This design comes from an exercise in tuning for small area and few clock cycles on the open sky130 flow, not from production work.
Power and IR drop assume default switching activity.

==> flow/design.v <==
`default_nettype none
module grapheme_cluster_segmenter (
    input  wire logic        clk,
    input  wire logic        rst_n,
    input  wire logic        cfg_write_en,
    input  wire logic        cfg_write_data,
    input  wire logic        in_valid,
    output logic             in_stall,
    input  wire logic [5:0]  lb_class,
    input  wire logic [1:0]  width_class,
    input  wire logic [3:0]  gb_class,
    input  wire logic        is_thai,
    input  wire logic        end_of_text,
    output logic             out_valid,
    input  wire logic        out_stall,
    output logic [15:0]      cluster_start,
    output logic [15:0]      cluster_length,
    output logic [16:0]      cluster_columns,
    output logic [5:0]       cluster_break_class,
    output logic             text_done,
    output logic             last_of_run
);
    localparam logic [2:0] ST_NONE = 3'd0;
    localparam logic [2:0] ST_CR   = 3'd1;
    localparam logic [2:0] ST_RUN  = 3'd2;
    localparam logic [2:0] ST_GEN  = 3'd3;
    localparam logic [2:0] ST_L    = 3'd4;
    localparam logic [2:0] ST_V    = 3'd5;
    localparam logic [2:0] ST_T    = 3'd6;
    localparam logic [2:0] ST_PRE  = 3'd7;
    logic        thai_reg;
    logic [2:0]  s_st;
    logic        s_pend;
    logic        s_done;
    logic [15:0] s_len;
    logic [16:0] s_tot;
    logic [1:0]  s_base;
    logic [5:0]  s_hlb;
    logic        s_hext;
    logic        s_hth;
    logic        o_valid;
    logic [15:0] o_start;
    logic [15:0] o_len;
    logic [16:0] o_cols;
    logic [5:0]  o_cls;
    logic        o_done;
    logic        o_last;
    function automatic logic [5:0] resolve(input logic [5:0] lb, input logic ext,
                                           input logic th);
        if (lb == 6'd5 && !th)
            resolve = ext ? 6'd6 : 6'd7;
        else
            resolve = lb;
    endfunction
    function automatic logic [2:0] gen_state(input logic [3:0] gb);
        if (gb == 4'd7)
            gen_state = ST_L;
        else if (gb == 4'd8 || gb == 4'd10)
            gen_state = ST_V;
        else if (gb == 4'd9 || gb == 4'd11)
            gen_state = ST_T;
        else if (gb == 4'd6)
            gen_state = ST_PRE;
        else
            gen_state = ST_GEN;
    endfunction
    logic [1:0] cols;
    logic       g_cr, g_lf, g_ctrl, g_ext, g_l, g_v, g_t, g_lv, g_lvt;
    logic       l_bknl, l_run;
    assign cols   = {width_class == 2'd2, width_class[0]};
    assign g_cr   = gb_class == 4'd1;
    assign g_lf   = gb_class == 4'd2;
    assign g_ctrl = gb_class == 4'd3;
    assign g_ext  = gb_class == 4'd4 || gb_class == 4'd5;
    assign g_l    = gb_class == 4'd7;
    assign g_v    = gb_class == 4'd8;
    assign g_t    = gb_class == 4'd9;
    assign g_lv   = gb_class == 4'd10;
    assign g_lvt  = gb_class == 4'd11;
    assign l_bknl = lb_class == 6'd0 || lb_class == 6'd1;
    assign l_run  = lb_class == 6'd2 || lb_class == 6'd3 || lb_class == 6'd4;
    logic is_open, cap_ok, in_gen, hj, j_cr, j_run, j_gen, j_pre, joined;
    assign is_open = s_st != ST_NONE;
    assign cap_ok  = ~&s_len;
    assign in_gen  = s_st[2] || s_st == ST_GEN;
    assign hj      = (s_st == ST_L && (g_l || g_v || g_lv || g_lvt))
                  || (s_st == ST_V && (g_v || g_t))
                  || (s_st == ST_T && g_t);
    assign j_cr    = s_st == ST_CR && g_lf;
    assign j_run   = s_st == ST_RUN && lb_class == s_hlb;
    assign j_gen   = in_gen && !(g_ctrl || g_cr || g_lf) && (hj || g_ext || s_st == ST_PRE);
    assign j_pre   = !hj && !g_ext;
    assign joined  = cap_ok && (j_cr || j_run || j_gen);
    logic o_free, accept, fresh, n_close, j_close, from_s, o_load, to_pend;
    assign o_free   = !o_valid || !out_stall;
    assign in_stall = !joined && (is_open || s_pend) && !o_free;
    assign accept   = in_valid && !in_stall;
    assign fresh    = accept && !joined;
    assign n_close  = l_bknl || g_lf || end_of_text || (g_ctrl && !g_cr && !l_run);
    assign j_close  = accept && joined && (j_cr || end_of_text);
    assign from_s  = o_free && (s_pend || (fresh && is_open));
    logic [15:0] x_len;
    logic [16:0] x_tot;
    logic [1:0]  x_base;
    logic [5:0]  x_hlb;
    logic        x_hext, x_hth;
    logic [2:0]  x_st;
    logic [1:0]  add;
    logic        x_close;
    always_comb
    begin
        if (j_cr)
            add = 2'd0;
        else if (hj)
            add = 2'd2 - s_base;
        else
            add = cols;
        x_len  = fresh ? 16'd1 : s_len + 16'd1;
        x_tot  = fresh ? {15'd0, cols} : s_tot + {15'd0, add};
        if (fresh || (j_gen && j_pre))
        begin
            x_hlb  = lb_class;
            x_hext = g_ext;
            x_hth  = is_thai;
        end
        else
        begin
            x_hlb  = s_hlb;
            x_hext = s_hext;
            x_hth  = s_hth;
        end
        if (fresh)
            x_base = cols;
        else if (hj)
            x_base = 2'd2;
        else if (j_gen && j_pre)
            x_base = cols;
        else
            x_base = s_base;
        if (fresh)
        begin
            if (g_cr)
                x_st = ST_CR;
            else if (l_run)
                x_st = ST_RUN;
            else
                x_st = gen_state(gb_class);
        end
        else if (j_gen && (hj || !g_ext))
            x_st = gen_state(gb_class);
        else
            x_st = s_st;
        x_close = fresh ? n_close : (j_cr || end_of_text);
    end
    assign to_pend = accept && x_close;
    assign o_load  = from_s;
    always_ff @(posedge clk or negedge rst_n)
    begin
        if (!rst_n)
            thai_reg <= 1'b0;
        else if (cfg_write_en)
            thai_reg <= cfg_write_data;
    end
    always_ff @(posedge clk or negedge rst_n)
    begin
        if (!rst_n)
        begin
            s_st   <= ST_NONE;
            s_pend <= 1'b0;
        end
        else if (accept)
        begin
            s_st   <= x_close ? ST_NONE : x_st;
            s_pend <= to_pend;
        end
        else if (from_s)
            s_pend <= 1'b0;
    end
    always_ff @(posedge clk)
    begin
        if (accept)
        begin
            s_len  <= x_len;
            s_tot  <= x_tot;
            s_base <= x_base;
            s_hlb  <= x_hlb;
            s_hext <= x_hext;
            s_hth  <= x_hth && (thai_reg || !to_pend);
            s_done <= end_of_text;
        end
    end
    always_ff @(posedge clk or negedge rst_n)
    begin
        if (!rst_n)
        begin
            o_valid <= 1'b0;
            o_done  <= 1'b1;
        end
        else
        begin
            if (o_free)
                o_valid <= o_load;
            if (o_load)
                o_done <= s_pend && s_done;
        end
    end
    always_ff @(posedge clk)
    begin
        if (o_load)
        begin
            o_start <= o_done ? 16'd0 : o_start + o_len;
            o_len   <= s_len;
            o_cols  <= s_tot;
            o_cls   <= resolve(s_hlb, s_hext, s_hth && (s_pend || thai_reg));
            o_last  <= s_pend || !n_close;
        end
    end
    assign out_valid           = o_valid;
    assign cluster_start       = o_start;
    assign cluster_length      = o_len;
    assign cluster_columns     = o_cols;
    assign cluster_break_class = o_cls;
    assign text_done           = o_done;
    assign last_of_run         = o_last;
endmodule
`default_nettype wire
export LEC_CHECK = 0
export CAP_MARGIN = 20
export CORE_MARGIN = 2
export CORE_UTILIZATION = 80
export CTS_BUF_LIST = sky130_fd_sc_hd__clkbuf_8
export PLACE_DENSITY = 0.85
export SLEW_MARGIN = 20
export BUFFER_PORTS_ARGS = -buffer_cell sky130_fd_sc_hd__buf_1
create_clock -name core_clock -period 12.0 [get_ports {clk}]
standard.sh (not shown) runs the stock make flow with config.mk's settings and CLKGATE_MAP_FILE= SYNTH_SCRIPT=/design/flow/synth_recipe.tcl, a recipe that flattens the netlist after the stock synthesis.
==> flow/flow/run.sh <==
#!/bin/bash
# The standard layout, with the smallest buffer on the ports instead of clkdlybuf4s50_1.
set -euo pipefail
echo 'export BUFFER_PORTS_ARGS = -buffer_cell sky130_fd_sc_hd__buf_1' >> config.mk
bash standard.sh finish > standard_flow.log 2>&1
Then changed:
CORE_UTILIZATION = 70   (was 80)
CTS_BUF_LIST = unset   (was sky130_fd_sc_hd__clkbuf_8)
PLACE_DENSITY = 0.75   (was 0.85)
Effect:
- clock power decreases by a few percent
- power decreases by a few percent
- design area is about the same
- utilization decreases by 12 points
- critical path depth increases by 1
No functional check of the RTL was part of any run of this note.

afterwards: timing with drivers on the ports:
Ports are ideal in the flow. The routed layouts listed here were re-timed in OpenROAD.
Step 1: set_driving_cell puts a clkbuf_16 on clk and a buf_2 on each other input, an assumption about the parent block.
Step 2 also shifts input and output timing later by t, the mid clock arrival at the registers, as if the neighbouring blocks saw the same clock.
Three values: ideal, step 1, step 2; two values: the first two.
run | shift t [ns] | slack for setup (ns) | worst setup path at the end | clock arrival spread, ns
the first run | 0.403 | 5.528 / 5.507 / 5.507 | input to output | 0.018 / 0.017
the second run | 0.408 | 5.554 / 5.532 / 5.532 | input to output | 0.013 / 0.012
After both steps setup and hold are still met in every run listed. For the second run, which loses most, drivers alone change the setup slack by -0.022 ns; drivers and shift together by -0.022 ns.
